Context: an optimization exercise on an open-source flow, tuned for small area, a short achievable clock period and few clock cycles. The choices shown serve that exercise and are no tape-out recipe.
In this exercise RTL edits were held to simulation tests only and were not proved equivalent to the original.
Power and IR drop assume default switching activity.

$ cat flow/flow/run.sh
#!/bin/bash
# The standard layout, with the ports buffered by the smallest plain buffer
# (buf_1) instead of the delay buffer that buffer_ports picks by default.
# Every input and output port still gets its own buffer.
set -euo pipefail
export BUFFER_PORTS_ARGS="-buffer_cell sky130_fd_sc_hd__buf_1"
bash standard.sh > flow_make.log 2>&1
$ cat flow/standard.sh
#!/bin/bash
# synth_recipe.tcl (not shown) runs the flow's synth.tcl, then flattens the netlist and writes it again
# the make line also repeats each setting of config.mk as NAME=value (left out here)
make -C /OpenROAD-flow-scripts/flow DESIGN_CONFIG=/design/flow/config.mk WORK_HOME=/design/flow/orfs CLKGATE_MAP_FILE= SYNTH_SCRIPT=/design/flow/synth_recipe.tcl "${@:-finish}"
$ cat flow/config.mk
export PLATFORM = sky130hd
export DESIGN_NAME = s_expression_tokenizer
export DESIGN_NICKNAME = s_expression_tokenizer
export VERILOG_FILES = /design/flow/design.v
export SDC_FILE = /design/flow/constraint.sdc
export NUM_CORES = 4
export LEC_CHECK = 0
export CAP_MARGIN = 20
export CORE_MARGIN = 2
export CORE_UTILIZATION = 75
export CTS_BUF_LIST = sky130_fd_sc_hd__clkbuf_4 sky130_fd_sc_hd__clkbuf_8
export GPL_TIMING_DRIVEN = 1
export SETUP_SLACK_MARGIN = 2.0
export SLEW_MARGIN = 20
$ cat flow/constraint.sdc
create_clock -name core_clock -period 5.0 [get_ports {clock}]
set_input_delay 1.0000 -clock core_clock [delete_from_list [all_inputs] [get_ports {clock}]]
set_output_delay 1.0000 -clock core_clock [all_outputs]
set_load 0.01 [all_outputs]
$ cat flow/design.v
`timescale 1ns / 1ps
package sexp_pkg;
   localparam logic [5:0] MAX_DEPTH = 6'd32;
   localparam logic [7:0] CH_TAB    = 8'h09;
   localparam logic [7:0] CH_LF     = 8'h0A;
   localparam logic [7:0] CH_CR     = 8'h0D;
   localparam logic [7:0] CH_SPACE  = 8'h20;
   localparam logic [7:0] CH_QUOTE  = 8'h22;
   localparam logic [7:0] CH_SEMI   = 8'h3B;
   localparam logic [7:0] CH_BSLASH = 8'h5C;
   localparam logic [7:0] CH_LPAREN = 8'h28;
   localparam logic [7:0] CH_RPAREN = 8'h29;
   localparam logic [7:0] CH_LBRACK = 8'h5B;
   localparam logic [7:0] CH_RBRACK = 8'h5D;
   localparam logic [7:0] CH_LBRACE = 8'h7B;
   localparam logic [7:0] CH_RBRACE = 8'h7D;
   localparam logic [7:0] CH_ZERO   = 8'h30;
   localparam logic [7:0] CH_LOWER_N = 8'h6E;
   localparam logic [7:0] CH_LOWER_R = 8'h72;
   localparam logic [7:0] CH_LOWER_T = 8'h74;
   localparam logic [3:0] RADIX     = 4'd10;
   localparam logic [1:0] ERR_STRAY  = 2'd0;
   localparam logic [1:0] ERR_ESCAPE = 2'd1;
   localparam logic [1:0] ERR_DEEP   = 2'd2;
   localparam logic [1:0] ERR_NONE   = 2'd0;
   typedef enum logic [2:0] {
      TK_LBEGIN = 3'd0,
      TK_LEND   = 3'd1,
      TK_ABYTE  = 3'd2,
      TK_AEND   = 3'd3,
      TK_IEND   = 3'd4,
      TK_SBYTE  = 3'd5,
      TK_SEND   = 3'd6,
      TK_ERROR  = 3'd7
   } token_type;
   typedef enum logic [2:0] {
      PH_LIST    = 3'd0,
      PH_COMMENT = 3'd1,
      PH_STRING  = 3'd2,
      PH_ESCAPE  = 3'd3,
      PH_ATOM    = 3'd4,
      PH_START   = 3'd5,
      PH_DONE    = 3'd6
   } phase_type;
   typedef struct packed {
      logic        s0_vld;
      token_type   s0_tok;
      logic [63:0] s0_val;
      logic [5:0]  s0_lvl;
      logic        s1_vld;
      token_type   s1_tok;
      logic [7:0]  s1_chr;
      logic [1:0]  s1_err;
      logic [5:0]  s1_lvl;
      logic [5:0]  unw;
   } bundle_type;
   function automatic logic is_ws(input logic [7:0] c);
      is_ws = (c == CH_TAB) || (c == CH_LF) || (c == CH_SPACE);
   endfunction
   function automatic logic is_digit(input logic [7:0] c);
      is_digit = (c >= 8'h30) && (c <= 8'h39);
   endfunction
   function automatic logic is_atom(input logic [7:0] c);
      logic r;
      r = is_digit(c) || ((c >= 8'h61) && (c <= 8'h7A)) || ((c >= 8'h41) && (c <= 8'h5A));
      unique case (c)
         8'h5F, 8'h24, 8'h23, 8'h3F, 8'h2E, 8'h40, 8'h2B, 8'h2D, 8'h21, 8'h7E,
         8'h2A, 8'h2F, 8'h25, 8'h3C, 8'h3E, 8'h26, 8'h5E, 8'h7C, 8'h3D: r = 1'b1;
         default: ;
      endcase
      is_atom = r;
   endfunction
   function automatic logic is_open(input logic [7:0] c);
      is_open = (c == CH_LPAREN) || (c == CH_LBRACK) || (c == CH_LBRACE);
   endfunction
   function automatic logic is_close(input logic [7:0] c);
      is_close = (c == CH_RPAREN) || (c == CH_RBRACK) || (c == CH_RBRACE);
   endfunction
endpackage
`timescale 1ns / 1ps
`timescale 1ns / 1ps
module sexp_carry63 (
   input  logic [62:0] g,
   input  logic [62:0] p,
   output logic [62:0] s,
   output logic        co
);
   logic g1_1;
   assign g1_1 = g[1] | (p[1] & g[0]);
   logic g1_3;
   assign g1_3 = g[3] | (p[3] & g[2]);
   logic g1_5;
   assign g1_5 = g[5] | (p[5] & g[4]);
   logic g1_7;
   assign g1_7 = g[7] | (p[7] & g[6]);
   logic g1_9;
   assign g1_9 = g[9] | (p[9] & g[8]);
   logic g1_11;
   assign g1_11 = g[11] | (p[11] & g[10]);
   logic g1_13;
   assign g1_13 = g[13] | (p[13] & g[12]);
   logic g1_15;
   assign g1_15 = g[15] | (p[15] & g[14]);
   logic g1_17;
   assign g1_17 = g[17] | (p[17] & g[16]);
   logic g1_19;
   assign g1_19 = g[19] | (p[19] & g[18]);
   logic g1_21;
   assign g1_21 = g[21] | (p[21] & g[20]);
   logic g1_23;
   assign g1_23 = g[23] | (p[23] & g[22]);
   logic g1_25;
   assign g1_25 = g[25] | (p[25] & g[24]);
   logic g1_27;
   assign g1_27 = g[27] | (p[27] & g[26]);
   logic g1_29;
   assign g1_29 = g[29] | (p[29] & g[28]);
   logic g1_31;
   assign g1_31 = g[31] | (p[31] & g[30]);
   logic g1_33;
   assign g1_33 = g[33] | (p[33] & g[32]);
   logic g1_35;
   assign g1_35 = g[35] | (p[35] & g[34]);
   logic g1_37;
   assign g1_37 = g[37] | (p[37] & g[36]);
   logic g1_39;
   assign g1_39 = g[39] | (p[39] & g[38]);
   logic g1_41;
   assign g1_41 = g[41] | (p[41] & g[40]);
   logic g1_43;
   assign g1_43 = g[43] | (p[43] & g[42]);
   logic g1_45;
   assign g1_45 = g[45] | (p[45] & g[44]);
   logic g1_47;
   assign g1_47 = g[47] | (p[47] & g[46]);
   logic g1_49;
   assign g1_49 = g[49] | (p[49] & g[48]);
   logic g1_51;
   assign g1_51 = g[51] | (p[51] & g[50]);
   logic g1_53;
   assign g1_53 = g[53] | (p[53] & g[52]);
   logic g1_55;
   assign g1_55 = g[55] | (p[55] & g[54]);
   logic g1_57;
   assign g1_57 = g[57] | (p[57] & g[56]);
   logic g1_59;
   assign g1_59 = g[59] | (p[59] & g[58]);
   logic g1_61;
   assign g1_61 = g[61] | (p[61] & g[60]);
   logic p1_1;
   assign p1_1 = p[1] & p[0];
   logic p1_3;
   assign p1_3 = p[3] & p[2];
   logic p1_5;
   assign p1_5 = p[5] & p[4];
   logic p1_7;
   assign p1_7 = p[7] & p[6];
   logic p1_9;
   assign p1_9 = p[9] & p[8];
   logic p1_11;
   assign p1_11 = p[11] & p[10];
   logic p1_13;
   assign p1_13 = p[13] & p[12];
   logic p1_15;
   assign p1_15 = p[15] & p[14];
   logic p1_17;
   assign p1_17 = p[17] & p[16];
   logic p1_19;
   assign p1_19 = p[19] & p[18];
   logic p1_21;
   assign p1_21 = p[21] & p[20];
   logic p1_23;
   assign p1_23 = p[23] & p[22];
   logic p1_25;
   assign p1_25 = p[25] & p[24];
   logic p1_27;
   assign p1_27 = p[27] & p[26];
   logic p1_29;
   assign p1_29 = p[29] & p[28];
   logic p1_31;
   assign p1_31 = p[31] & p[30];
   logic p1_33;
   assign p1_33 = p[33] & p[32];
   logic p1_35;
   assign p1_35 = p[35] & p[34];
   logic p1_37;
   assign p1_37 = p[37] & p[36];
   logic p1_39;
   assign p1_39 = p[39] & p[38];
   logic p1_41;
   assign p1_41 = p[41] & p[40];
   logic p1_43;
   assign p1_43 = p[43] & p[42];
   logic p1_45;
   assign p1_45 = p[45] & p[44];
   logic p1_47;
   assign p1_47 = p[47] & p[46];
   logic p1_49;
   assign p1_49 = p[49] & p[48];
   logic p1_51;
   assign p1_51 = p[51] & p[50];
   logic p1_53;
   assign p1_53 = p[53] & p[52];
   logic p1_55;
   assign p1_55 = p[55] & p[54];
   logic p1_57;
   assign p1_57 = p[57] & p[56];
   logic p1_59;
   assign p1_59 = p[59] & p[58];
   logic p1_61;
   assign p1_61 = p[61] & p[60];
   logic g2_2;
   assign g2_2 = g[2] | (p[2] & g1_1);
   logic g2_3;
   assign g2_3 = g1_3 | (p1_3 & g1_1);
   logic g2_6;
   assign g2_6 = g[6] | (p[6] & g1_5);
   logic g2_7;
   assign g2_7 = g1_7 | (p1_7 & g1_5);
   logic g2_10;
   assign g2_10 = g[10] | (p[10] & g1_9);
   logic g2_11;
   assign g2_11 = g1_11 | (p1_11 & g1_9);
   logic g2_14;
   assign g2_14 = g[14] | (p[14] & g1_13);
   logic g2_15;
   assign g2_15 = g1_15 | (p1_15 & g1_13);
   logic g2_18;
   assign g2_18 = g[18] | (p[18] & g1_17);
   logic g2_19;
   assign g2_19 = g1_19 | (p1_19 & g1_17);
   logic g2_22;
   assign g2_22 = g[22] | (p[22] & g1_21);
   logic g2_23;
   assign g2_23 = g1_23 | (p1_23 & g1_21);
   logic g2_26;
   assign g2_26 = g[26] | (p[26] & g1_25);
   logic g2_27;
   assign g2_27 = g1_27 | (p1_27 & g1_25);
   logic g2_30;
   assign g2_30 = g[30] | (p[30] & g1_29);
   logic g2_31;
   assign g2_31 = g1_31 | (p1_31 & g1_29);
   logic g2_34;
   assign g2_34 = g[34] | (p[34] & g1_33);
   logic g2_35;
   assign g2_35 = g1_35 | (p1_35 & g1_33);
   logic g2_38;
   assign g2_38 = g[38] | (p[38] & g1_37);
   logic g2_39;
   assign g2_39 = g1_39 | (p1_39 & g1_37);
   logic g2_42;
   assign g2_42 = g[42] | (p[42] & g1_41);
   logic g2_43;
   assign g2_43 = g1_43 | (p1_43 & g1_41);
   logic g2_46;
   assign g2_46 = g[46] | (p[46] & g1_45);
   logic g2_47;
   assign g2_47 = g1_47 | (p1_47 & g1_45);
   logic g2_50;
   assign g2_50 = g[50] | (p[50] & g1_49);
   logic g2_51;
   assign g2_51 = g1_51 | (p1_51 & g1_49);
   logic g2_54;
   assign g2_54 = g[54] | (p[54] & g1_53);
   logic g2_55;
   assign g2_55 = g1_55 | (p1_55 & g1_53);
   logic g2_58;
   assign g2_58 = g[58] | (p[58] & g1_57);
   logic g2_59;
   assign g2_59 = g1_59 | (p1_59 & g1_57);
   logic g2_62;
   assign g2_62 = g[62] | (p[62] & g1_61);
   logic p2_2;
   assign p2_2 = p[2] & p1_1;
   logic p2_3;
   assign p2_3 = p1_3 & p1_1;
   logic p2_6;
   assign p2_6 = p[6] & p1_5;
   logic p2_7;
   assign p2_7 = p1_7 & p1_5;
   logic p2_10;
   assign p2_10 = p[10] & p1_9;
   logic p2_11;
   assign p2_11 = p1_11 & p1_9;
   logic p2_14;
   assign p2_14 = p[14] & p1_13;
   logic p2_15;
   assign p2_15 = p1_15 & p1_13;
   logic p2_18;
   assign p2_18 = p[18] & p1_17;
   logic p2_19;
   assign p2_19 = p1_19 & p1_17;
   logic p2_22;
   assign p2_22 = p[22] & p1_21;
   logic p2_23;
   assign p2_23 = p1_23 & p1_21;
   logic p2_26;
   assign p2_26 = p[26] & p1_25;
   logic p2_27;
   assign p2_27 = p1_27 & p1_25;
   logic p2_30;
   assign p2_30 = p[30] & p1_29;
   logic p2_31;
   assign p2_31 = p1_31 & p1_29;
   logic p2_34;
   assign p2_34 = p[34] & p1_33;
   logic p2_35;
   assign p2_35 = p1_35 & p1_33;
   logic p2_38;
   assign p2_38 = p[38] & p1_37;
   logic p2_39;
   assign p2_39 = p1_39 & p1_37;
   logic p2_42;
   assign p2_42 = p[42] & p1_41;
   logic p2_43;
   assign p2_43 = p1_43 & p1_41;
   logic p2_46;
   assign p2_46 = p[46] & p1_45;
   logic p2_47;
   assign p2_47 = p1_47 & p1_45;
   logic p2_50;
   assign p2_50 = p[50] & p1_49;
   logic p2_51;
   assign p2_51 = p1_51 & p1_49;
   logic p2_54;
   assign p2_54 = p[54] & p1_53;
   logic p2_55;
   assign p2_55 = p1_55 & p1_53;
   logic p2_58;
   assign p2_58 = p[58] & p1_57;
   logic p2_59;
   assign p2_59 = p1_59 & p1_57;
   logic p2_62;
   assign p2_62 = p[62] & p1_61;
   logic g3_4;
   assign g3_4 = g[4] | (p[4] & g2_3);
   logic g3_5;
   assign g3_5 = g1_5 | (p1_5 & g2_3);
   logic g3_6;
   assign g3_6 = g2_6 | (p2_6 & g2_3);
   logic g3_7;
   assign g3_7 = g2_7 | (p2_7 & g2_3);
   logic g3_12;
   assign g3_12 = g[12] | (p[12] & g2_11);
   logic g3_13;
   assign g3_13 = g1_13 | (p1_13 & g2_11);
   logic g3_14;
   assign g3_14 = g2_14 | (p2_14 & g2_11);
   logic g3_15;
   assign g3_15 = g2_15 | (p2_15 & g2_11);
   logic g3_20;
   assign g3_20 = g[20] | (p[20] & g2_19);
   logic g3_21;
   assign g3_21 = g1_21 | (p1_21 & g2_19);
   logic g3_22;
   assign g3_22 = g2_22 | (p2_22 & g2_19);
   logic g3_23;
   assign g3_23 = g2_23 | (p2_23 & g2_19);
   logic g3_28;
   assign g3_28 = g[28] | (p[28] & g2_27);
   logic g3_29;
   assign g3_29 = g1_29 | (p1_29 & g2_27);
   logic g3_30;
   assign g3_30 = g2_30 | (p2_30 & g2_27);
   logic g3_31;
   assign g3_31 = g2_31 | (p2_31 & g2_27);
   logic g3_36;
   assign g3_36 = g[36] | (p[36] & g2_35);
   logic g3_37;
   assign g3_37 = g1_37 | (p1_37 & g2_35);
   logic g3_38;
   assign g3_38 = g2_38 | (p2_38 & g2_35);
   logic g3_39;
   assign g3_39 = g2_39 | (p2_39 & g2_35);
   logic g3_44;
   assign g3_44 = g[44] | (p[44] & g2_43);
   logic g3_45;
   assign g3_45 = g1_45 | (p1_45 & g2_43);
   logic g3_46;
   assign g3_46 = g2_46 | (p2_46 & g2_43);
   logic g3_47;
   assign g3_47 = g2_47 | (p2_47 & g2_43);
   logic g3_52;
   assign g3_52 = g[52] | (p[52] & g2_51);
   logic g3_53;
   assign g3_53 = g1_53 | (p1_53 & g2_51);
   logic g3_54;
   assign g3_54 = g2_54 | (p2_54 & g2_51);
   logic g3_55;
   assign g3_55 = g2_55 | (p2_55 & g2_51);
   logic g3_60;
   assign g3_60 = g[60] | (p[60] & g2_59);
   logic g3_61;
   assign g3_61 = g1_61 | (p1_61 & g2_59);
   logic g3_62;
   assign g3_62 = g2_62 | (p2_62 & g2_59);
   logic p3_4;
   assign p3_4 = p[4] & p2_3;
   logic p3_5;
   assign p3_5 = p1_5 & p2_3;
   logic p3_6;
   assign p3_6 = p2_6 & p2_3;
   logic p3_7;
   assign p3_7 = p2_7 & p2_3;
   logic p3_12;
   assign p3_12 = p[12] & p2_11;
   logic p3_13;
   assign p3_13 = p1_13 & p2_11;
   logic p3_14;
   assign p3_14 = p2_14 & p2_11;
   logic p3_15;
   assign p3_15 = p2_15 & p2_11;
   logic p3_20;
   assign p3_20 = p[20] & p2_19;
   logic p3_21;
   assign p3_21 = p1_21 & p2_19;
   logic p3_22;
   assign p3_22 = p2_22 & p2_19;
   logic p3_23;
   assign p3_23 = p2_23 & p2_19;
   logic p3_28;
   assign p3_28 = p[28] & p2_27;
   logic p3_29;
   assign p3_29 = p1_29 & p2_27;
   logic p3_30;
   assign p3_30 = p2_30 & p2_27;
   logic p3_31;
   assign p3_31 = p2_31 & p2_27;
   logic p3_36;
   assign p3_36 = p[36] & p2_35;
   logic p3_37;
   assign p3_37 = p1_37 & p2_35;
   logic p3_38;
   assign p3_38 = p2_38 & p2_35;
   logic p3_39;
   assign p3_39 = p2_39 & p2_35;
   logic p3_44;
   assign p3_44 = p[44] & p2_43;
   logic p3_45;
   assign p3_45 = p1_45 & p2_43;
   logic p3_46;
   assign p3_46 = p2_46 & p2_43;
   logic p3_47;
   assign p3_47 = p2_47 & p2_43;
   logic p3_52;
   assign p3_52 = p[52] & p2_51;
   logic p3_53;
   assign p3_53 = p1_53 & p2_51;
   logic p3_54;
   assign p3_54 = p2_54 & p2_51;
   logic p3_55;
   assign p3_55 = p2_55 & p2_51;
   logic p3_60;
   assign p3_60 = p[60] & p2_59;
   logic p3_61;
   assign p3_61 = p1_61 & p2_59;
   logic p3_62;
   assign p3_62 = p2_62 & p2_59;
   logic g4_8;
   assign g4_8 = g[8] | (p[8] & g3_7);
   logic g4_9;
   assign g4_9 = g1_9 | (p1_9 & g3_7);
   logic g4_10;
   assign g4_10 = g2_10 | (p2_10 & g3_7);
   logic g4_11;
   assign g4_11 = g2_11 | (p2_11 & g3_7);
   logic g4_12;
   assign g4_12 = g3_12 | (p3_12 & g3_7);
   logic g4_13;
   assign g4_13 = g3_13 | (p3_13 & g3_7);
   logic g4_14;
   assign g4_14 = g3_14 | (p3_14 & g3_7);
   logic g4_15;
   assign g4_15 = g3_15 | (p3_15 & g3_7);
   logic g4_24;
   assign g4_24 = g[24] | (p[24] & g3_23);
   logic g4_25;
   assign g4_25 = g1_25 | (p1_25 & g3_23);
   logic g4_26;
   assign g4_26 = g2_26 | (p2_26 & g3_23);
   logic g4_27;
   assign g4_27 = g2_27 | (p2_27 & g3_23);
   logic g4_28;
   assign g4_28 = g3_28 | (p3_28 & g3_23);
   logic g4_29;
   assign g4_29 = g3_29 | (p3_29 & g3_23);
   logic g4_30;
   assign g4_30 = g3_30 | (p3_30 & g3_23);
   logic g4_31;
   assign g4_31 = g3_31 | (p3_31 & g3_23);
   logic g4_40;
   assign g4_40 = g[40] | (p[40] & g3_39);
   logic g4_41;
   assign g4_41 = g1_41 | (p1_41 & g3_39);
   logic g4_42;
   assign g4_42 = g2_42 | (p2_42 & g3_39);
   logic g4_43;
   assign g4_43 = g2_43 | (p2_43 & g3_39);
   logic g4_44;
   assign g4_44 = g3_44 | (p3_44 & g3_39);
   logic g4_45;
   assign g4_45 = g3_45 | (p3_45 & g3_39);
   logic g4_46;
   assign g4_46 = g3_46 | (p3_46 & g3_39);
   logic g4_47;
   assign g4_47 = g3_47 | (p3_47 & g3_39);
   logic g4_56;
   assign g4_56 = g[56] | (p[56] & g3_55);
   logic g4_57;
   assign g4_57 = g1_57 | (p1_57 & g3_55);
   logic g4_58;
   assign g4_58 = g2_58 | (p2_58 & g3_55);
   logic g4_59;
   assign g4_59 = g2_59 | (p2_59 & g3_55);
   logic g4_60;
   assign g4_60 = g3_60 | (p3_60 & g3_55);
   logic g4_61;
   assign g4_61 = g3_61 | (p3_61 & g3_55);
   logic g4_62;
   assign g4_62 = g3_62 | (p3_62 & g3_55);
   logic p4_8;
   assign p4_8 = p[8] & p3_7;
   logic p4_9;
   assign p4_9 = p1_9 & p3_7;
   logic p4_10;
   assign p4_10 = p2_10 & p3_7;
   logic p4_11;
   assign p4_11 = p2_11 & p3_7;
   logic p4_12;
   assign p4_12 = p3_12 & p3_7;
   logic p4_13;
   assign p4_13 = p3_13 & p3_7;
   logic p4_14;
   assign p4_14 = p3_14 & p3_7;
   logic p4_15;
   assign p4_15 = p3_15 & p3_7;
   logic p4_24;
   assign p4_24 = p[24] & p3_23;
   logic p4_25;
   assign p4_25 = p1_25 & p3_23;
   logic p4_26;
   assign p4_26 = p2_26 & p3_23;
   logic p4_27;
   assign p4_27 = p2_27 & p3_23;
   logic p4_28;
   assign p4_28 = p3_28 & p3_23;
   logic p4_29;
   assign p4_29 = p3_29 & p3_23;
   logic p4_30;
   assign p4_30 = p3_30 & p3_23;
   logic p4_31;
   assign p4_31 = p3_31 & p3_23;
   logic p4_40;
   assign p4_40 = p[40] & p3_39;
   logic p4_41;
   assign p4_41 = p1_41 & p3_39;
   logic p4_42;
   assign p4_42 = p2_42 & p3_39;
   logic p4_43;
   assign p4_43 = p2_43 & p3_39;
   logic p4_44;
   assign p4_44 = p3_44 & p3_39;
   logic p4_45;
   assign p4_45 = p3_45 & p3_39;
   logic p4_46;
   assign p4_46 = p3_46 & p3_39;
   logic p4_47;
   assign p4_47 = p3_47 & p3_39;
   logic p4_56;
   assign p4_56 = p[56] & p3_55;
   logic p4_57;
   assign p4_57 = p1_57 & p3_55;
   logic p4_58;
   assign p4_58 = p2_58 & p3_55;
   logic p4_59;
   assign p4_59 = p2_59 & p3_55;
   logic p4_60;
   assign p4_60 = p3_60 & p3_55;
   logic p4_61;
   assign p4_61 = p3_61 & p3_55;
   logic p4_62;
   assign p4_62 = p3_62 & p3_55;
   logic g5_16;
   assign g5_16 = g[16] | (p[16] & g4_15);
   logic g5_17;
   assign g5_17 = g1_17 | (p1_17 & g4_15);
   logic g5_18;
   assign g5_18 = g2_18 | (p2_18 & g4_15);
   logic g5_19;
   assign g5_19 = g2_19 | (p2_19 & g4_15);
   logic g5_20;
   assign g5_20 = g3_20 | (p3_20 & g4_15);
   logic g5_21;
   assign g5_21 = g3_21 | (p3_21 & g4_15);
   logic g5_22;
   assign g5_22 = g3_22 | (p3_22 & g4_15);
   logic g5_23;
   assign g5_23 = g3_23 | (p3_23 & g4_15);
   logic g5_24;
   assign g5_24 = g4_24 | (p4_24 & g4_15);
   logic g5_25;
   assign g5_25 = g4_25 | (p4_25 & g4_15);
   logic g5_26;
   assign g5_26 = g4_26 | (p4_26 & g4_15);
   logic g5_27;
   assign g5_27 = g4_27 | (p4_27 & g4_15);
   logic g5_28;
   assign g5_28 = g4_28 | (p4_28 & g4_15);
   logic g5_29;
   assign g5_29 = g4_29 | (p4_29 & g4_15);
   logic g5_30;
   assign g5_30 = g4_30 | (p4_30 & g4_15);
   logic g5_31;
   assign g5_31 = g4_31 | (p4_31 & g4_15);
   logic g5_48;
   assign g5_48 = g[48] | (p[48] & g4_47);
   logic g5_49;
   assign g5_49 = g1_49 | (p1_49 & g4_47);
   logic g5_50;
   assign g5_50 = g2_50 | (p2_50 & g4_47);
   logic g5_51;
   assign g5_51 = g2_51 | (p2_51 & g4_47);
   logic g5_52;
   assign g5_52 = g3_52 | (p3_52 & g4_47);
   logic g5_53;
   assign g5_53 = g3_53 | (p3_53 & g4_47);
   logic g5_54;
   assign g5_54 = g3_54 | (p3_54 & g4_47);
   logic g5_55;
   assign g5_55 = g3_55 | (p3_55 & g4_47);
   logic g5_56;
   assign g5_56 = g4_56 | (p4_56 & g4_47);
   logic g5_57;
   assign g5_57 = g4_57 | (p4_57 & g4_47);
   logic g5_58;
   assign g5_58 = g4_58 | (p4_58 & g4_47);
   logic g5_59;
   assign g5_59 = g4_59 | (p4_59 & g4_47);
   logic g5_60;
   assign g5_60 = g4_60 | (p4_60 & g4_47);
   logic g5_61;
   assign g5_61 = g4_61 | (p4_61 & g4_47);
   logic g5_62;
   assign g5_62 = g4_62 | (p4_62 & g4_47);
   logic p5_16;
   assign p5_16 = p[16] & p4_15;
   logic p5_17;
   assign p5_17 = p1_17 & p4_15;
   logic p5_18;
   assign p5_18 = p2_18 & p4_15;
   logic p5_19;
   assign p5_19 = p2_19 & p4_15;
   logic p5_20;
   assign p5_20 = p3_20 & p4_15;
   logic p5_21;
   assign p5_21 = p3_21 & p4_15;
   logic p5_22;
   assign p5_22 = p3_22 & p4_15;
   logic p5_23;
   assign p5_23 = p3_23 & p4_15;
   logic p5_24;
   assign p5_24 = p4_24 & p4_15;
   logic p5_25;
   assign p5_25 = p4_25 & p4_15;
   logic p5_26;
   assign p5_26 = p4_26 & p4_15;
   logic p5_27;
   assign p5_27 = p4_27 & p4_15;
   logic p5_28;
   assign p5_28 = p4_28 & p4_15;
   logic p5_29;
   assign p5_29 = p4_29 & p4_15;
   logic p5_30;
   assign p5_30 = p4_30 & p4_15;
   logic p5_31;
   assign p5_31 = p4_31 & p4_15;
   logic p5_48;
   assign p5_48 = p[48] & p4_47;
   logic p5_49;
   assign p5_49 = p1_49 & p4_47;
   logic p5_50;
   assign p5_50 = p2_50 & p4_47;
   logic p5_51;
   assign p5_51 = p2_51 & p4_47;
   logic p5_52;
   assign p5_52 = p3_52 & p4_47;
   logic p5_53;
   assign p5_53 = p3_53 & p4_47;
   logic p5_54;
   assign p5_54 = p3_54 & p4_47;
   logic p5_55;
   assign p5_55 = p3_55 & p4_47;
   logic p5_56;
   assign p5_56 = p4_56 & p4_47;
   logic p5_57;
   assign p5_57 = p4_57 & p4_47;
   logic p5_58;
   assign p5_58 = p4_58 & p4_47;
   logic p5_59;
   assign p5_59 = p4_59 & p4_47;
   logic p5_60;
   assign p5_60 = p4_60 & p4_47;
   logic p5_61;
   assign p5_61 = p4_61 & p4_47;
   logic p5_62;
   assign p5_62 = p4_62 & p4_47;
   logic g6_32;
   assign g6_32 = g[32] | (p[32] & g5_31);
   logic g6_33;
   assign g6_33 = g1_33 | (p1_33 & g5_31);
   logic g6_34;
   assign g6_34 = g2_34 | (p2_34 & g5_31);
   logic g6_35;
   assign g6_35 = g2_35 | (p2_35 & g5_31);
   logic g6_36;
   assign g6_36 = g3_36 | (p3_36 & g5_31);
   logic g6_37;
   assign g6_37 = g3_37 | (p3_37 & g5_31);
   logic g6_38;
   assign g6_38 = g3_38 | (p3_38 & g5_31);
   logic g6_39;
   assign g6_39 = g3_39 | (p3_39 & g5_31);
   logic g6_40;
   assign g6_40 = g4_40 | (p4_40 & g5_31);
   logic g6_41;
   assign g6_41 = g4_41 | (p4_41 & g5_31);
   logic g6_42;
   assign g6_42 = g4_42 | (p4_42 & g5_31);
   logic g6_43;
   assign g6_43 = g4_43 | (p4_43 & g5_31);
   logic g6_44;
   assign g6_44 = g4_44 | (p4_44 & g5_31);
   logic g6_45;
   assign g6_45 = g4_45 | (p4_45 & g5_31);
   logic g6_46;
   assign g6_46 = g4_46 | (p4_46 & g5_31);
   logic g6_47;
   assign g6_47 = g4_47 | (p4_47 & g5_31);
   logic g6_48;
   assign g6_48 = g5_48 | (p5_48 & g5_31);
   logic g6_49;
   assign g6_49 = g5_49 | (p5_49 & g5_31);
   logic g6_50;
   assign g6_50 = g5_50 | (p5_50 & g5_31);
   logic g6_51;
   assign g6_51 = g5_51 | (p5_51 & g5_31);
   logic g6_52;
   assign g6_52 = g5_52 | (p5_52 & g5_31);
   logic g6_53;
   assign g6_53 = g5_53 | (p5_53 & g5_31);
   logic g6_54;
   assign g6_54 = g5_54 | (p5_54 & g5_31);
   logic g6_55;
   assign g6_55 = g5_55 | (p5_55 & g5_31);
   logic g6_56;
   assign g6_56 = g5_56 | (p5_56 & g5_31);
   logic g6_57;
   assign g6_57 = g5_57 | (p5_57 & g5_31);
   logic g6_58;
   assign g6_58 = g5_58 | (p5_58 & g5_31);
   logic g6_59;
   assign g6_59 = g5_59 | (p5_59 & g5_31);
   logic g6_60;
   assign g6_60 = g5_60 | (p5_60 & g5_31);
   logic g6_61;
   assign g6_61 = g5_61 | (p5_61 & g5_31);
   logic g6_62;
   assign g6_62 = g5_62 | (p5_62 & g5_31);
   logic p6_32;
   assign p6_32 = p[32] & p5_31;
   logic p6_33;
   assign p6_33 = p1_33 & p5_31;
   logic p6_34;
   assign p6_34 = p2_34 & p5_31;
   logic p6_35;
   assign p6_35 = p2_35 & p5_31;
   logic p6_36;
   assign p6_36 = p3_36 & p5_31;
   logic p6_37;
   assign p6_37 = p3_37 & p5_31;
   logic p6_38;
   assign p6_38 = p3_38 & p5_31;
   logic p6_39;
   assign p6_39 = p3_39 & p5_31;
   logic p6_40;
   assign p6_40 = p4_40 & p5_31;
   logic p6_41;
   assign p6_41 = p4_41 & p5_31;
   logic p6_42;
   assign p6_42 = p4_42 & p5_31;
   logic p6_43;
   assign p6_43 = p4_43 & p5_31;
   logic p6_44;
   assign p6_44 = p4_44 & p5_31;
   logic p6_45;
   assign p6_45 = p4_45 & p5_31;
   logic p6_46;
   assign p6_46 = p4_46 & p5_31;
   logic p6_47;
   assign p6_47 = p4_47 & p5_31;
   logic p6_48;
   assign p6_48 = p5_48 & p5_31;
   logic p6_49;
   assign p6_49 = p5_49 & p5_31;
   logic p6_50;
   assign p6_50 = p5_50 & p5_31;
   logic p6_51;
   assign p6_51 = p5_51 & p5_31;
   logic p6_52;
   assign p6_52 = p5_52 & p5_31;
   logic p6_53;
   assign p6_53 = p5_53 & p5_31;
   logic p6_54;
   assign p6_54 = p5_54 & p5_31;
   logic p6_55;
   assign p6_55 = p5_55 & p5_31;
   logic p6_56;
   assign p6_56 = p5_56 & p5_31;
   logic p6_57;
   assign p6_57 = p5_57 & p5_31;
   logic p6_58;
   assign p6_58 = p5_58 & p5_31;
   logic p6_59;
   assign p6_59 = p5_59 & p5_31;
   logic p6_60;
   assign p6_60 = p5_60 & p5_31;
   logic p6_61;
   assign p6_61 = p5_61 & p5_31;
   logic p6_62;
   assign p6_62 = p5_62 & p5_31;
   assign s  = p ^ {g6_61, g6_60, g6_59, g6_58, g6_57, g6_56, g6_55, g6_54, g6_53, g6_52, g6_51, g6_50, g6_49, g6_48, g6_47, g6_46, g6_45, g6_44, g6_43, g6_42, g6_41, g6_40, g6_39, g6_38, g6_37, g6_36, g6_35, g6_34, g6_33, g6_32, g5_31, g5_30, g5_29, g5_28, g5_27, g5_26, g5_25, g5_24, g5_23, g5_22, g5_21, g5_20, g5_19, g5_18, g5_17, g5_16, g4_15, g4_14, g4_13, g4_12, g4_11, g4_10, g4_9, g4_8, g3_7, g3_6, g3_5, g3_4, g2_3, g2_2, g1_1, g[0], 1'b0};
   assign co = g6_62;
endmodule
`timescale 1ns / 1ps
`timescale 1ns / 1ps
module s_expression_tokenizer (
   input  logic        clock,
   input  logic        reset,
   input  logic        req_valid,
   output logic        req_ready,
   input  logic        req_kind,
   input  logic [7:0]  req_byte_req,
   output logic        rsp_valid,
   input  logic        rsp_ready,
   output logic [2:0]  rsp_token,
   output logic [7:0]  rsp_char_out,
   output logic [63:0] rsp_int_value,
   output logic [1:0]  rsp_error_code,
   output logic [5:0]  rsp_level,
   output logic        rsp_last
);
   sexp_pkg::phase_type phase_ff, phase_in;
   logic [5:0]  depth_ff, depth_in;
   logic        d1_ff;         
   logic        digits_ff, digits_in;
   logic        sat_ff, sat_in;
   logic [63:0] accum_ff, accum_in;
   logic        acc_ld_c, acc_ld_p, acc_hold;
   logic        in_vld_ff;
   logic        in_kind_ff;
   logic [7:0]  in_chr_ff;
   logic        in_quiet_ff;   
   logic        in_atom_ff;    
   logic        in_digit_ff;   
   logic        in_e0_ff;      
   logic        in_e1_ff;      
   logic        valid_ff;
   sexp_pkg::token_type tok_ff, tok_in;
   logic [7:0]  chr_ff, chr_in;
   logic [1:0]  err_ff, err_in;
   logic        last_ff, last_in;
   logic        out_free;
   logic        step;
   logic        emit;
   logic        consume;
   logic        k;
   logic [7:0]  c;
   logic        quiet;
   sexp_pkg::phase_type quiet_ph;
   logic [7:0]  esc_chr;
   logic        esc_ok;
   logic [62:0] add_g;
   logic [62:0] add_p;
   logic [63:0] sum5;
   logic [63:0] prod;
   logic        ovf;
   assign k        = in_kind_ff;
   assign c        = in_chr_ff;
   assign out_free = !valid_ff || rsp_ready;
   assign step     = in_vld_ff && out_free;
   assign quiet    = in_quiet_ff;
   assign quiet_ph = sexp_pkg::is_ws(c) ? sexp_pkg::PH_LIST :
                     (c == sexp_pkg::CH_SEMI) ? sexp_pkg::PH_COMMENT : sexp_pkg::PH_STRING;
   always_comb begin
      esc_ok  = 1'b1;
      esc_chr = c;
      unique case (c)
         sexp_pkg::CH_BSLASH:  esc_chr = sexp_pkg::CH_BSLASH;
         sexp_pkg::CH_QUOTE:   esc_chr = sexp_pkg::CH_QUOTE;
         sexp_pkg::CH_LOWER_N: esc_chr = sexp_pkg::CH_LF;
         sexp_pkg::CH_LOWER_R: esc_chr = sexp_pkg::CH_CR;
         sexp_pkg::CH_LOWER_T: esc_chr = sexp_pkg::CH_TAB;
         default:              esc_ok  = 1'b0;
      endcase
   end
   assign add_g = {accum_ff[60:0] & accum_ff[62:2],
                   in_e1_ff & accum_ff[1],
                   c[3] | (in_e0_ff & accum_ff[0])};
   assign add_p = {accum_ff[60:0] ^ accum_ff[62:2],
                   in_e1_ff ^ accum_ff[1],
                   accum_ff[0] ^ in_e0_ff};
   sexp_carry63 u_add (
      .g  (add_g),
      .p  (add_p),
      .s  (sum5[62:0]),
      .co (sum5[63])
   );
   assign prod = {sum5[62:0], c[0]};
   assign ovf  = accum_ff[63] | accum_ff[62] | accum_ff[61] | sum5[63];
   always_comb begin
      phase_in = phase_ff;
      depth_in = depth_ff;
      emit     = 1'b0;
      consume  = 1'b1;
      tok_in   = sexp_pkg::TK_LEND;
      chr_in   = 8'd0;
      err_in   = sexp_pkg::ERR_NONE;
      last_in  = 1'b1;
      unique case (phase_ff)
         sexp_pkg::PH_START: begin
            emit     = 1'b1;
            tok_in   = sexp_pkg::TK_LBEGIN;
            depth_in = 6'd1;
            if (quiet) begin
               phase_in = quiet_ph;
            end else begin
               phase_in = sexp_pkg::PH_LIST;
               consume  = 1'b0;
               last_in  = 1'b0;
            end
         end
         sexp_pkg::PH_ATOM: begin
            if (in_atom_ff) begin
               emit   = 1'b1;
               tok_in = sexp_pkg::TK_ABYTE;
               chr_in = c;
            end else begin
               emit   = 1'b1;
               tok_in = digits_ff ? sexp_pkg::TK_IEND : sexp_pkg::TK_AEND;
               if (quiet) begin
                  phase_in = quiet_ph;
               end else begin
                  phase_in = sexp_pkg::PH_LIST;
                  consume  = 1'b0;
                  last_in  = 1'b0;
               end
            end
         end
         sexp_pkg::PH_STRING, sexp_pkg::PH_ESCAPE: begin
            if (k) begin
               emit     = 1'b1;
               tok_in   = sexp_pkg::TK_SEND;
               phase_in = sexp_pkg::PH_LIST;
               consume  = 1'b0;
               last_in  = 1'b0;
            end else if (phase_ff == sexp_pkg::PH_ESCAPE) begin
               emit     = 1'b1;
               phase_in = sexp_pkg::PH_STRING;
               if (esc_ok) begin
                  tok_in = sexp_pkg::TK_SBYTE;
                  chr_in = esc_chr;
               end else begin
                  tok_in = sexp_pkg::TK_ERROR;
                  chr_in = c;
                  err_in = sexp_pkg::ERR_ESCAPE;
               end
            end else if (c == sexp_pkg::CH_QUOTE) begin
               emit     = 1'b1;
               tok_in   = sexp_pkg::TK_SEND;
               phase_in = sexp_pkg::PH_LIST;
            end else if (c == sexp_pkg::CH_BSLASH) begin
               phase_in = sexp_pkg::PH_ESCAPE;
            end else begin
               emit   = 1'b1;
               tok_in = sexp_pkg::TK_SBYTE;
               chr_in = c;
            end
         end
         sexp_pkg::PH_LIST, sexp_pkg::PH_COMMENT: begin
            if (k) begin
               emit     = 1'b1;
               tok_in   = sexp_pkg::TK_LEND;
               depth_in = 6'(depth_ff - 6'd1);
               phase_in = sexp_pkg::PH_LIST;
               if (d1_ff) begin
                  phase_in = sexp_pkg::PH_DONE;
               end else begin
                  consume = 1'b0;
                  last_in = 1'b0;
               end
            end else if (phase_ff == sexp_pkg::PH_COMMENT) begin
               if (c == sexp_pkg::CH_LF) phase_in = sexp_pkg::PH_LIST;
            end else if (quiet) begin
               phase_in = quiet_ph;
            end else if (sexp_pkg::is_open(c)) begin
               emit = 1'b1;
               if (depth_ff[5]) begin
                  tok_in = sexp_pkg::TK_ERROR;
                  chr_in = c;
                  err_in = sexp_pkg::ERR_DEEP;
               end else begin
                  tok_in   = sexp_pkg::TK_LBEGIN;
                  depth_in = 6'(depth_ff + 6'd1);
               end
            end else if (sexp_pkg::is_close(c)) begin
               emit     = 1'b1;
               tok_in   = sexp_pkg::TK_LEND;
               depth_in = 6'(depth_ff - 6'd1);
               if (d1_ff) phase_in = sexp_pkg::PH_DONE;
            end else if (in_atom_ff) begin
               emit     = 1'b1;
               tok_in   = sexp_pkg::TK_ABYTE;
               chr_in   = c;
               phase_in = sexp_pkg::PH_ATOM;
            end else begin
               emit   = 1'b1;
               tok_in = sexp_pkg::TK_ERROR;
               chr_in = c;
               err_in = sexp_pkg::ERR_STRAY;
            end
         end
         default: ;   
      endcase
   end
   assign acc_ld_c = step && (phase_ff != sexp_pkg::PH_ATOM);
   assign acc_ld_p = step && (phase_ff == sexp_pkg::PH_ATOM) && in_digit_ff;
   assign acc_hold = !(acc_ld_c || acc_ld_p);
   assign accum_in = ({64{acc_ld_p}} & prod) | ({64{acc_ld_c}} & {60'd0, c[3:0]}) |
                     ({64{acc_hold}} & accum_ff);
   assign sat_in   = (acc_ld_p & ovf) | (!acc_ld_c & sat_ff);
   always_comb begin
      digits_in = digits_ff;
      if (phase_ff != sexp_pkg::PH_ATOM) begin
         digits_in = in_digit_ff;
      end else if (!in_digit_ff) begin
         digits_in = 1'b0;
      end
   end
   assign req_ready = !in_vld_ff || (out_free && consume);
   always_ff @(posedge clock) begin
      accum_ff <= accum_in;
      sat_ff   <= sat_in;
   end
   always_ff @(posedge clock) begin
      if (reset) begin
         phase_ff  <= sexp_pkg::PH_START;
         in_vld_ff <= 1'b0;
         valid_ff  <= 1'b0;
      end else begin
         if (step) phase_ff <= phase_in;
         if (req_ready) in_vld_ff <= req_valid;
         if (out_free) valid_ff <= step && emit;
      end
   end
   always_ff @(posedge clock) begin
      if (req_ready) begin
         in_kind_ff <= req_kind;
         in_chr_ff  <= req_byte_req;
         in_quiet_ff <= !req_kind && (sexp_pkg::is_ws(req_byte_req) ||
                                      (req_byte_req == sexp_pkg::CH_SEMI) ||
                                      (req_byte_req == sexp_pkg::CH_QUOTE));
         in_atom_ff  <= !req_kind && sexp_pkg::is_atom(req_byte_req);
         in_digit_ff <= !req_kind && sexp_pkg::is_digit(req_byte_req);
         in_e0_ff    <= req_byte_req[1] && !req_byte_req[3];
         in_e1_ff    <= req_byte_req[2] || req_byte_req[3];
      end
      if (step) begin
         depth_ff  <= depth_in;
         d1_ff     <= (depth_in == 6'd1);
         digits_ff <= digits_in;
         tok_ff    <= tok_in;
         chr_ff    <= chr_in;
         err_ff    <= err_in;
         last_ff   <= last_in;
      end
   end
   assign rsp_valid      = valid_ff;
   assign rsp_token      = 3'(tok_ff);
   assign rsp_char_out   = chr_ff;
   assign rsp_int_value  = (accum_ff | {64{sat_ff}}) & {64{tok_ff == sexp_pkg::TK_IEND}};
   assign rsp_error_code = err_ff;
   assign rsp_level      = depth_ff;
   assign rsp_last       = last_ff;
endmodule
==> results of run 1 <==
==> layout make-up <==
type / count / share of cell area, %
multi-input cells: 745 / 59.7
flip-flops and latches: 106 / 28.4
repair buffers: 125 / 6.59
well taps: 136 / 1.91
clock buffers: 11 / 1.56
inverters: 27 / 1.14
clock inverters: 5 / 0.632
diodes: 1 / 0.0281
==> cell families after synthesis <==
logic type | Yosys count
flip-flops | 106
XOR/XNOR | 56
AO/OA/AOI/OAI | 334
AND/OR/NAND/NOR | 280
buffers and inverters | 77
adder cells (fa/ha/maj) | 70
multiplexers | 5
==> where the power goes <==
part | switching, mW | total [mW] | internal, mW
Combinational | 0.262 | 0.422 | 0.161
Clock | 0.315 | 0.558 | 0.243
Sequential | 0.0746 | 1.02 | 0.948
Total | 0.651 | 2.00 | 1.35
==> Yosys cell counts (all sizes together), types with 5 or more instances <==
library cell / count
nand4: 6
a31oi: 10
nand3: 64
nand2: 79
xor2: 24
nand2b: 10
edfxtp: 36
nor3: 21
dfxtp: 70
or3: 11
ha: 64
o211ai: 11
xnor2: 32
inv: 27
o31ai: 11
o22ai: 6
fa: 6
a21oi: 67
nor4: 5
o21ai: 94
nor2: 52
a211o: 5
a21o: 20
clkbuf: 46
o21a: 68
nor2b: 10
==> how the worst max path moves through the flow <==
stage	startpoint	to	cells after the start
2_1_floorplan	accum_ff[0]	accum_ff[56]	13
3_3_place_gp	accum_ff[0]	accum_ff[56]	13
3_5_place_dp	accum_ff[0]	accum_ff[56]	13
4_1_cts	phase_ff[2]	req_ready	7
5_1_grt	accum_ff[19]	accum_ff[39]	12
6_report	accum_ff[31]	accum_ff[56]	11
==> through the flow <==
stage | hold slack (ps) | instances | area (um^2) | setup slack (ps) | total power, mW
floorplan | 463 | 928 | 7780 | 2030 | 1.28
global placement | 482 | 1119 | 8200 | 1800 | 1.37
detailed placement | 496 | 1119 | 8200 | 1710 | 1.39
CTS | 518 | 1140 | 8530 | 1960 | 1.94
global route | 542 | 1155 | 8900 | 1460 | 2.06
finish | 519 | 1156 | 8910 | 1750 | 2.00
==> state kept, by name (all words and copies together) (netlist names), 2 cells and up <==
signal / count
accum_ff: 64
chr_ff: 8
depth_ff: 6
err_ff: 2
in_chr_ff: 8
phase_ff: 3
tok_ff: 3
==> per-layer routing <==
layer / track usage [%] / routed length [um] / vias to the layer above
li1: - / - / 3603
met1: 50.5 / 9520 / 3838
met2: 61.4 / 11700 / 710
met3: 6.68 / 2640 / 180
met4: 16.4 / 1470 / 0
met5: 0 / 0 / -
==> repair_timing <==
item / 4_1_cts / 5_1_grt
setup endpoints to repair: 29 / 95
pin swaps: 8 / 23
setup buffers: 5 / 15
gates resized for setup: 25 / 71
==> placed cells by master, fill, tap and decap left out, types with 6 or more instances in the layout <==
| cell type | instances |
|---|---|
| a21o_1 | 20 |
| a21oi_1 | 53 |
| a21oi_2 | 11 |
| a31oi_1 | 10 |
| buf_1 | 98 |
| buf_4 | 25 |
| clkbuf_8 | 9 |
| dfxtp_1 | 49 |
| dfxtp_2 | 11 |
| dfxtp_4 | 10 |
| edfxtp_1 | 36 |
| ha_1 | 51 |
| ha_4 | 8 |
| inv_1 | 26 |
| nand2_1 | 78 |
| nand2b_1 | 9 |
| nand3_1 | 63 |
| nand4_1 | 6 |
| nor2_1 | 51 |
| nor2b_1 | 10 |
| nor3_1 | 20 |
| o211ai_1 | 11 |
| o21a_1 | 67 |
| o21ai_0 | 81 |
| o21ai_1 | 7 |
| o21ai_2 | 6 |
| o31ai_1 | 8 |
| or3_1 | 11 |
| xnor2_1 | 32 |
| xor2_1 | 24 |
==> tightest hold or removal path: stages (launching register included) <==
cell and delay, ps:
dfxtp_2 350, nand3_1 60, o21ai_0 70
==> flow_summary.json, run 1 <==
{
  "period_share_pct": 65.1,
  "dp_hpwl_um": 14400,
  "leakage_nw": 3.44,
  "grt_pass1_vias": 7184,
  "synth_top_cell_by_area": "dfxtp_1",
  "io_pins": 99,
  "cts_buffer_depth": 2,
  "async_flop_share_pct": 0,
  "finalHoldViolCount": 0,
  "tns_ps": 0,
  "synth_edf_count": 36,
  "start_util_pct": 76.3,
  "drtPass1Iterations": 7,
  "hold_depth": 2,
  "critPathKind": "reg2reg",
  "gp_congestion": 0.955,
  "crit_path_max_fanout": 4,
  "ys_warn_count": 1,
  "r2r_start": "accum_ff[31]",
  "critPathBufInv": 0,
  "synthesis.area_um2": 7770,
  "slowest_delay_ps": 430,
  "yosysUniqueCellTypes": 67,
  "hold_end": "accum_ff[23]",
  "num_vias": 8331,
  "grt_overflow": 0,
  "yosysSeqAreaShare_pct": 32.0,
  "utilization_pct": 87.4,
  "clk_transition_reported_paths_ps": 110,
  "worstSkewPairLatency_ps": 400,
  "drt-total-wl_um": 25400,
  "drtAntennaViolNets": 0,
  "chipHeight_um": 106,
  "crit_chain": "ha_4 > a21oi_1 > o21ai_2 > a221oi_4 > a21oi_2 > a211o_1 > a41oi_4 > o31ai_4 > o211a_1 > or3_1 > a32o_1",
  "synthFlopType": "dfxtp_1",
  "yosys.area_share.simple_pct": 17.3,
  "required_ps": 5280,
  "grt_use_total_pct": 38.1,
  "port_buffers": 98,
  "synth_top_family_by_area": "compound AO/OA/AOI/OAI gates",
  "grt_max_degree": 66,
  "tightest_slew_ps": 915,
  "setup.worst_path.end_class": "flip-flop",
  "run_status": "finished clean",
  "syn_to_final_growth_pct": 14.7,
  "multiInputGateArea_um2": 5320,
  "rsz0062_at_grt": "true",
  "slew_headroom_pct": 38.5,
  "num_rows": 37,
  "synth_compound_area_share_pct": 28.1,
  "synthAdderAreaFrac_pct": 11.9,
  "synth_nets": 1011,
  "cp_top_family": "compound AO/OA/AOI/OAI gates",
  "grt_first_pass_wirelength_um": 34900,
  "synthTopCellsByArea": "dfxtp_1 18%, edfxtp_1 14%, ha_1 10%",
  "wl_per_cell_um": 21.9,
  "cts_buffers": 9,
  "syn_avg_cell_area_um2": 8.37,
  "dieArea_um2": 11200,
  "ys_ff_latch": 106,
  "cap_violations": 0,
  "viasPerCell": 7.21,
  "fin_nets": 1097,
  "seq_area_um2": 2530,
  "fillers": 547,
  "clock-sinks": 106,
  "power_density_nw_per_um2": 225,
  "hold_buffers": 0,
  "antenna_found_initial": 1,
  "die-width_um": 106,
  "fmax_ghz": 0.307,
  "crit_arrival_ps": 3540,
  "synth_top_area_share_pct": 18.0,
  "cts_tree": "yes",
  "setup_viol": 0,
  "core-area_um2": 10200,
  "htree_levels": 3,
  "critPathLaunchType": "flip-flop",
  "ir_drop_mv": 0.190,
  "drv_slew": 0,
  "worst-r2r-cell-count": 11,
  "hp-class": "reg2reg",
  "cpMaxStageDelayCell": "dfxtp_2",
  "drive_gt1_share_pct": 12.2,
  "fin_crit_ps": 3250,
  "drt_iter0_markers": 1128,
  "worstHoldStart": "accum_ff[23]",
  "synth_cells": 928,
  "synth_xor_xnor_area_share_pct": 6.31,
  "drc": 0,
  "reg2reg_slack_ps": 1750,
  "cts_root_buf": "clkbuf_8",
  "timing.rr.end": "accum_ff[56]",
  "synth_mux_area_share_pct": 0.660,
  "worst_clock_skew_ps": 20.2
}
Testbench counts, summed over its fixed seeds: cycles 20,739.
==> inputs of run 2 (changes only) <==
--- a/flow/config.mk
+++ b/flow/config.mk
@@ -8,5 +8,5 @@
 export CAP_MARGIN = 20
 export CORE_MARGIN = 2
-export CORE_UTILIZATION = 75
+export CORE_UTILIZATION = 55
 export CTS_BUF_LIST = sky130_fd_sc_hd__clkbuf_4 sky130_fd_sc_hd__clkbuf_8
 export GPL_TIMING_DRIVEN = 1
==> flow_summary.json, run 2 <==
{
  "grt_use_total_pct": 26.8,
  "period_share_pct": 58.5,
  "leakage_nw": 3.43,
  "run_status": "finished clean",
  "die-width_um": 123,
  "layout_common_cells": "98 x buf_1, 85 x o21ai_0, 77 x nand2_1, 67 x o21a_1, 63 x nand3_1",
  "drt_iter0_markers": 588,
  "tns_ps": 0,
  "async_flop_share_pct": 0,
  "critPathBufInv": 1,
  "synthTopCellsByArea": "dfxtp_1 18%, edfxtp_1 14%, ha_1 10%",
  "finalHoldViolCount": 0,
  "crit_path_max_fanout": 5,
  "largest_reg_flops": 64,
  "hp-class": "reg2reg",
  "yosys-top-cells-count": "90 x o21ai_0, 79 x nand2_1, 70 x dfxtp_1",
  "drtAntennaViolNets": 0,
  "critPathLaunchType": "flip-flop",
  "drv_slew": 0,
  "worst_clock_skew_ps": 12.9,
  "chipHeight_um": 123,
  "worstSkewPairLatency_ps": 410,
  "synthesis.area_um2": 7770,
  "drive_gt1_share_pct": 12.2,
  "setup_viol": 0,
  "fmax_ghz": 0.342,
  "synth_most_common_cell": "o21ai_0",
  "critPathKind": "reg2reg",
  "fin_nets": 1099,
  "cpMaxStageDelayCell": "dfxtp_4",
  "gp_congestion": 0.977,
  "cts_buffer_depth": 2,
  "num_rows": 43,
  "yosysSeqAreaShare_pct": 32.0,
  "cts_tree": "yes",
  "top_register": "accum_ff",
  "power_density_nw_per_um2": 225,
  "hold_buffers": 0,
  "drt-total-wl_um": 20300,
  "fin_cells": 1201,
  "final_common_cell": "buf_1",
  "synth_cells": 928,
  "antenna_found_initial": 0,
  "ir_drop_mv": 0.179,
  "synth_top_area_share_pct": 18.0,
  "wl_per_cell_um": 16.9,
  "start_util_pct": 56.2,
  "crit_chain": "ha_4 > nor2_1 > fa_2 > nand2b_4 > a21oi_4 > o21ai_2 > o21a_2 > o31ai_4 > a41oi_4 > o31ai_4 > buf_4 > o22ai_1 > xor2_1 > o21ai_0",
  "cts_root_buf": "clkbuf_8",
  "grt_pass1_vias": 6574,
  "htree_levels": 3,
  "drtPass1Iterations": 5,
  "slew_headroom_pct": 41.8,
  "syn_to_final_growth_pct": 15.5,
  "n_antenna_cell": 0,
  "crit_arrival_ps": 3250,
  "num_vias": 7320,
  "io_pins": 99,
  "grt_max_degree": 103,
  "grt_overflow": 0,
  "cap_violations": 0,
  "ys_warn_count": 1,
  "syn_avg_cell_area_um2": 8.37,
  "slowest_delay_ps": 390,
  "synthFlopType": "dfxtp_1",
  "fin_crit_ps": 2930,
  "core-area_um2": 13800,
  "dp.cells": 1161,
  "drc": 0,
  "clk_transition_reported_paths_ps": 100,
  "setup.worst_path.end_class": "flip-flop",
  "viasPerCell": 6.09,
  "grt_first_pass_wirelength_um": 32300,
  "synth_top_cell_by_area": "dfxtp_1",
  "dieArea_um2": 15100,
  "port_buffers": 98,
  "rsz0062_at_grt": "true",
  "ys_ff_latch": 106,
  "cp_common_cell": "o31ai_4",
  "reg_top3": "accum_ff (64), chr_ff (8), in_chr_ff (8)",
  "synth_edf_count": 36,
  "utilization_pct": 64.9,
  "yosysUniqueCellTypes": 67,
  "dp_hpwl_um": 14100,
  "synth_nets": 1011,
  "cts_buffers": 9,
  "required_ps": 5330,
  "clock-sinks": 106,
  "tightest_slew_ps": 873,
  "cp_top_family": "compound AO/OA/AOI/OAI gates"
}
-- run 2: worst min-delay path, stage by stage (launching register included) --
cell and delay [ps]:
dfxtp_1 350, nand3_1 70, nand2_1 50
-- run 2: power breakdown --
part / leakage, nW / internal [mW] / switching (mW)
sequential: 0.937 / 0.949 / 0.0731
combinational: 2.39 / 0.170 / 0.254
clock: 0.101 / 0.250 / 0.317
total: 3.43 / 1.37 / 0.645
-- run 2: per-layer routing --
layer / part of all wire, % / GRT usage [%] / vias up
met3: 5.4 / 5.11 / 22
met4: 1.1 / 6.25 / 0
li1: - / - / 3616
met5: 0 / 0 / -
met1: 48 / 38.8 / 3472
met2: 45 / 41.1 / 210
-- run 2: cell families after synthesis --
| logic type | share of synthesized area, % |
|---|---|
| adders and majority gates | 11.9 |
| xor gates and xnor gates | 6.31 |
| AOI/OAI and AO/OA | 28.1 |
| DFF | 32.0 |
| muxes | 0.660 |
| buffers and inverters | 3.74 |
| and+or+nand+nor | 17.3 |
-- run 2: stage by stage --
step                hold WS (ps)  worst slack, ps  cell area, um^2  power (mW)
global placement             487             1660             8250        1.39
floorplan                    463             2030             7780        1.28
detailed placement           500             1570             8250        1.40
finish                       518             2070             8970        2.01
global route                 545             1910             8970        2.11
CTS                          516             1930             8600        1.98
-- run 2: what timing repair did --
item / 4_1_cts / 5_1_grt
gates cloned: 0 / 0
buffers inserted: 3 / 21
setup endpoints to repair: 28 / 34
pin swaps: 5 / 19
resized for setup: 35 / 50
-- run 2: layout make-up --
cell class                      count  area, um^2
Sequential cell                   106        2530
Multi-Input combinational cell    745        5320
Tap cell                          180         225
Inverter                           27         101
Fill cell                        1200        4860
Clock inverter                      4        52.6
Timing Repair Buffer              127         589
Clock buffer                       12         146
-- run 2: path summary, 6_finish.rpt --
path	cells past startpoint	end	slack (ps)	startpoint
max	14	accum_ff[54]	2070	accum_ff[0]
min	2	accum_ff[17]	520	accum_ff[17]
max reg2reg	14	accum_ff[54]	2070	accum_ff[0]
min reg2reg	2	accum_ff[17]	520	accum_ff[17]
==> inputs of run 3 (changes only) <==
--- a/flow/config.mk
+++ b/flow/config.mk
@@ -8,5 +8,5 @@
 export CAP_MARGIN = 20
 export CORE_MARGIN = 2
-export CORE_UTILIZATION = 55
+export CORE_UTILIZATION = 65
 export CTS_BUF_LIST = sky130_fd_sc_hd__clkbuf_4 sky130_fd_sc_hd__clkbuf_8
 export GPL_TIMING_DRIVEN = 1
==> flow_summary.json, run 3 <==
{
  "power_density_nw_per_um2": 227,
  "gp_congestion": 0.948,
  "use_met2_pct": 51.1,
  "dp.cells": 1124,
  "clock-sinks": 106,
  "tightest_slew_ps": 761,
  "period_share_pct": 60.2,
  "slew_headroom_pct": 49.1,
  "dp_hpwl_um": 14100,
  "cts_tree": "yes",
  "wl_per_cell_um": 17.8,
  "port_buffers": 98,
  "syn_to_final_growth_pct": 12.4,
  "io_pins": 99,
  "num_rows": 39,
  "ys_ff_latch": 106,
  "cap_violations": 0,
  "antenna_found_initial": 0,
  "n_antenna_cell": 0,
  "place_area_um2": 8200,
  "timing.rr.end": "accum_ff[56]",
  "cts_buffer_depth": 2,
  "fin_nets": 1089,
  "synth_nets": 1011,
  "fmax_ghz": 0.332,
  "reg_top3": "accum_ff (64), chr_ff (8), in_chr_ff (8)",
  "grt_util_met1_pct": 42.5,
  "num_vias": 7465,
  "worstSkewPairLatency_ps": 390,
  "ir_drop_mv": 0.194,
  "drv_slew": 0,
  "drtPass1Iterations": 5,
  "reg2reg_slack_ps": 2000,
  "fillers": 853,
  "synth_top_cell_by_area": "dfxtp_1",
  "yosysUniqueCellTypes": 67,
  "yosys-top-cells-count": "90 x o21ai_0, 79 x nand2_1, 70 x dfxtp_1",
  "die-width_um": 113,
  "utilization_pct": 75.8,
  "drive_gt1_share_pct": 9.59,
  "fin_area_um2": 8730,
  "critPathCapture": "req_ready",
  "dieArea_um2": 12800,
  "leakage_nw": 3.39,
  "r2r_start": "accum_ff[1]",
  "syn_avg_cell_area_um2": 8.37,
  "worst-r2r-cell-count": 12,
  "largest_reg_flops": 64,
  "fin_cells": 1154,
  "cts_buffers": 9,
  "start_util_pct": 67.4,
  "chipHeight_um": 113,
  "drc": 0,
  "htree_levels": 3,
  "synthTopCellsByArea": "dfxtp_1 18%, edfxtp_1 14%, ha_1 10%",
  "core-area_um2": 11500,
  "seq_area_um2": 2510,
  "grt_first_pass_wirelength_um": 33400,
  "p_total_mw": 1.98,
  "cts_root_buf": "clkbuf_8",
  "run_status": "finished clean",
  "synthFlopType": "dfxtp_1",
  "clk_transition_reported_paths_ps": 100,
  "synth_top_area_share_pct": 18.0,
  "crit_arrival_ps": 2010,
  "drt_iter0_markers": 625,
  "hp-class": "reg2reg",
  "critical_path.startpoint": "phase_ff[2]",
  "busiest_layer": "met2",
  "setup.worst_path.end_class": "primary output",
  "finalHoldViolCount": 0,
  "grt_max_degree": 103,
  "gr-usage-met3_pct": 4.71,
  "synth_edf_count": 36,
  "multiInputGateArea_um2": 5230,
  "critPathLaunchType": "flip-flop",
  "fin_crit_ps": 3010,
  "ys_warn_count": 1,
  "synth_cells": 928,
  "grt_overflow": 0,
  "async_flop_share_pct": 0,
  "drtAntennaViolNets": 0,
  "required_ps": 4000,
  "tns_ps": 0,
  "grt_use_total_pct": 31.4,
  "drt-total-wl_um": 20500,
  "grt_pass1_vias": 6997,
  "critPathKind": "reg2out",
  "synthesis.area_um2": 7770,
  "yosysSeqAreaShare_pct": 32.0,
  "top_register": "accum_ff",
  "viasPerCell": 6.47,
  "crit_path_max_fanout": 17,
  "final_common_cell": "buf_1",
  "layout_common_cells": "98 x buf_1, 82 x o21ai_0, 78 x nand2_1, 67 x o21a_1, 63 x nand3_1",
  "setup_viol": 0,
  "worst_clock_skew_ps": 9.38,
  "synth_most_common_cell": "o21ai_0",
  "rsz0062_at_grt": "true"
}
## run 3: cell counts after synthesis
No cell type changed its count.
## run 3: through the flow
step | setup WS [ps] | hold slack [ps]
finish | 1990 | 515
global route | 1840 | 551
CTS | 1950 | 516
detailed placement | 1600 | 491
global placement | 1730 | 482
floorplan | 2030 | 463
## run 3: critical path, cell delays in order, from the launching register on
cell and delay, ps:
dfxtp_2 550, nand2b_1 200, nor2_1 160, nand2_1 110
nand2_1 110, nand2_1 110, nand2_4 200, buf_1 170
## run 3: timing repair
| action | CTS | global route |
|---|---|---|
| setup buffers | 7 | 6 |
| pin swaps | 9 | 15 |
| cloned | 0 | 1 |
| endpoints found under the hold margin | 0 | 0 |
| hold buffers | 0 | 0 |
| endpoints found under the setup margin | 27 | 102 |
| resized for setup | 22 | 41 |
## run 3: layout make-up
class                      count  share of cell area [%]
multi-input combinational    745                    59.9
sequential                   106                    28.7
timing repair buffer         116                    5.85
tap                          143                    2.05
clock buffer                   9                    1.42
inverter                      27                    1.20
clock inverter                 7                   0.803
timing repair inverter         1                  0.0573
## run 3: where the power goes
| part | switching, mW | internal (mW) | leakage (nW) |
|---|---|---|---|
| logic | 0.262 | 0.158 | 2.37 |
| registers | 0.0655 | 0.951 | 0.932 |
| clock network | 0.315 | 0.230 | 0.0889 |
## run 3: how the worst min path moves through the flow
stage | slack (ps) | end | from | depth (start not counted)
after floorplan | 460 | accum_ff[45] | accum_ff[45] | 2
after global placement | 480 | accum_ff[63] | accum_ff[63] | 2
after detailed placement | 490 | accum_ff[45] | accum_ff[45] | 2
after CTS | 520 | accum_ff[45] | accum_ff[45] | 2
after global routing | 550 | accum_ff[63] | accum_ff[63] | 2
final | 510 | accum_ff[63] | accum_ff[63] | 2
## run 3: layer usage
| layer | wire length (um) | up-vias |
|---|---|---|
| li1 | - | 3595 |
| met1 | 9250 | 3527 |
| met2 | 9530 | 295 |
| met3 | 1270 | 48 |
| met4 | 491 | 0 |
| met5 | 0 | - |
## run 3: cell families after synthesis
kind of cell | count (synthesis) | synth area share (%)
xor+xnor | 56 | 6.31
compound gates | 334 | 28.1
buf+inv | 77 | 3.74
mux | 5 | 0.660
simple gates | 280 | 17.3
fa+ha+maj | 70 | 11.9
flops | 106 | 32.0
==> inputs of run 4 (changes only) <==
--- a/flow/config.mk
+++ b/flow/config.mk
@@ -11,4 +11,4 @@
 export CTS_BUF_LIST = sky130_fd_sc_hd__clkbuf_4 sky130_fd_sc_hd__clkbuf_8
 export GPL_TIMING_DRIVEN = 1
-export SETUP_SLACK_MARGIN = 2.0
+export SETUP_SLACK_MARGIN = 2.2
 export SLEW_MARGIN = 20
==> flow_summary.json, run 4 <==
{
  "run_status": "finished clean",
  "die-width_um": 113,
  "num_vias": 8082,
  "worstSkewPairLatency_ps": 390,
  "drt-total-wl_um": 23900,
  "synth_edf_count": 36,
  "hp-class": "reg2reg",
  "viasPerCell": 6.77,
  "yosys-top-cells-count": "90 x o21ai_0, 79 x nand2_1, 70 x dfxtp_1",
  "clk_transition_reported_paths_ps": 110,
  "num_rows": 39,
  "final_common_cell": "buf_1",
  "critPathKind": "reg2reg",
  "ys_warn_count": 1,
  "met3_length_um": 2030,
  "tns_ps": 0,
  "dieArea_um2": 12800,
  "critPathBufInv": 0,
  "ir_drop_mv": 0.196,
  "htree_levels": 3,
  "crit_chain": "ha_4 > a21o_1 > a21oi_2 > o21ai_1 > o31a_1 > a211o_1 > a41oi_4 > o31ai_4 > o211a_1 > or3_1 > a32o_1",
  "cts_buffers": 9,
  "clock-sinks": 106,
  "worstHoldStart": "accum_ff[41]",
  "synth_top_cell_by_area": "dfxtp_1",
  "met2_length_um": 11200,
  "cts_root_buf": "clkbuf_8",
  "yosysUniqueCellTypes": 67,
  "ys_ff_latch": 106,
  "wl_per_cell_um": 20.1,
  "cpMaxStageDelayCell": "dfxtp_4",
  "cts_buffer_depth": 2,
  "grt_pass1_vias": 7175,
  "synthTopCellsByArea": "dfxtp_1 18%, edfxtp_1 14%, ha_1 10%",
  "setup.worst_path.end_class": "flip-flop",
  "layout_common_cells": "92 x buf_1, 77 x nand2_1, 69 x o21ai_0, 67 x o21a_1, 63 x nand3_1",
  "drtPass1Iterations": 6,
  "synthFlopType": "dfxtp_1",
  "leakage_nw": 3.64,
  "yosysSeqAreaShare_pct": 32.0,
  "grt_overflow": 0,
  "n_antenna_cell": 0,
  "async_flop_share_pct": 0,
  "dp_hpwl_um": 14400,
  "largest_reg_flops": 64,
  "period_share_pct": 62.2,
  "drc": 0,
  "hold_buffers": 0,
  "antenna_found_initial": 0,
  "cts_tree": "yes",
  "reg_top3": "accum_ff (64), chr_ff (8), in_chr_ff (8)",
  "wirelength_met1_um": 9880,
  "chipHeight_um": 113,
  "syn_avg_cell_area_um2": 8.37,
  "dr.max_layer_used": "met4",
  "synth_nets": 1011,
  "start_util_pct": 67.4,
  "grt_use_total_pct": 32.6,
  "drv_slew": 0,
  "slew_headroom_pct": 53.9,
  "io_pins": 99,
  "slowest_delay_ps": 380,
  "setup_viol": 0,
  "grt_max_degree": 66,
  "synth_most_common_cell": "o21ai_0",
  "gp_congestion": 0.951,
  "grt_first_pass_wirelength_um": 34500,
  "cp_top_family": "compound AO/OA/AOI/OAI gates",
  "syn_to_final_growth_pct": 20.9,
  "required_ps": 5300,
  "port_buffers": 98
}
## run 4: cell counts after synthesis
Identical to the previous run, type by type.
## run 4: per-layer routing
| metal | vias up | global-route usage [%] |
|---|---|---|
| met3 | 109 | 3.86 |
| met2 | 494 | 53.1 |
| li1 | 3681 | - |
| met1 | 3798 | 44.8 |
| met4 | 0 | 12.4 |
| met5 | - | 0 |
## run 4: through the flow
step	hold WS [ps]	std cells	util [%]	instance area, um^2	setup WS (ps)
after CTS	507	1155	76.4	8790	2060
after detailed placement	490	1125	71.4	8230	1490
after global placement	476	1125	71.4	8230	1590
after floorplan	463	928	-	7810	2180
after global routing	541	1193	81.5	9390	1840
final	517	1193	81.5	9390	1890
## run 4: worst min-delay path, cell delays in order, from the launching register on
cell     delay (ps)
dfxtp_2         360
nand3_1          60
o21ai_1          60
## run 4: logic make-up (layout without fill, tap and decap cells)
group	count (synthesis)	in the layout	synth area share [%]
compound gates	334	334	28.1
xor+xnor	56	56	6.31
fa+ha+maj	70	70	11.9
buf+inv	77	198	3.74
flops	106	106	32.0
mux	5	5	0.660
simple gates	280	281	17.3
## run 4: worst paths after layout
check / to / cells past startpoint / slack, ps
setup / recovery: accum_ff[56] / 11 / 1890
hold / removal: accum_ff[41] / 2 / 520
setup reg to reg: accum_ff[56] / 11 / 1890
hold reg to reg: accum_ff[41] / 2 / 520
## run 4: power breakdown
part / leakage, nW / internal, mW / total [mW] / switching, mW
Sequential: 0.937 / 0.949 / 1.02 / 0.0665
Clock: 0.104 / 0.225 / 0.529 / 0.304
Combinational: 2.60 / 0.189 / 0.478 / 0.289
## run 4: cell type report
class | count | area (um^2) | area share [%]
repair inverters | 1 | 5.00 | 0.0533
repair buffers | 154 | 848 | 9.04
well taps | 143 | 179 | 1.91
flip-flops and latches | 106 | 2530 | 26.9
clock inverters | 3 | 13.8 | 0.147
inverters | 27 | 113 | 1.20
multi-input cells | 746 | 5530 | 58.9
clock buffers | 13 | 173 | 1.84
## run 4: timing repair
action | 4_1_cts | 5_1_grt
pin swaps | 16 | 37
setup endpoints to repair | 138 | 77
setup buffers | 13 | 36
gates cloned | 1 | 2
resized for setup | 69 | 83

Check on run 4: ideal ports give 1.888 ns setup slack; a clkbuf_16 on the clock port and buf_2 on the inputs give 1.888 ns; moving port delays by the midpoint clock arrival (0.425 ns) as well gives 1.888 ns.
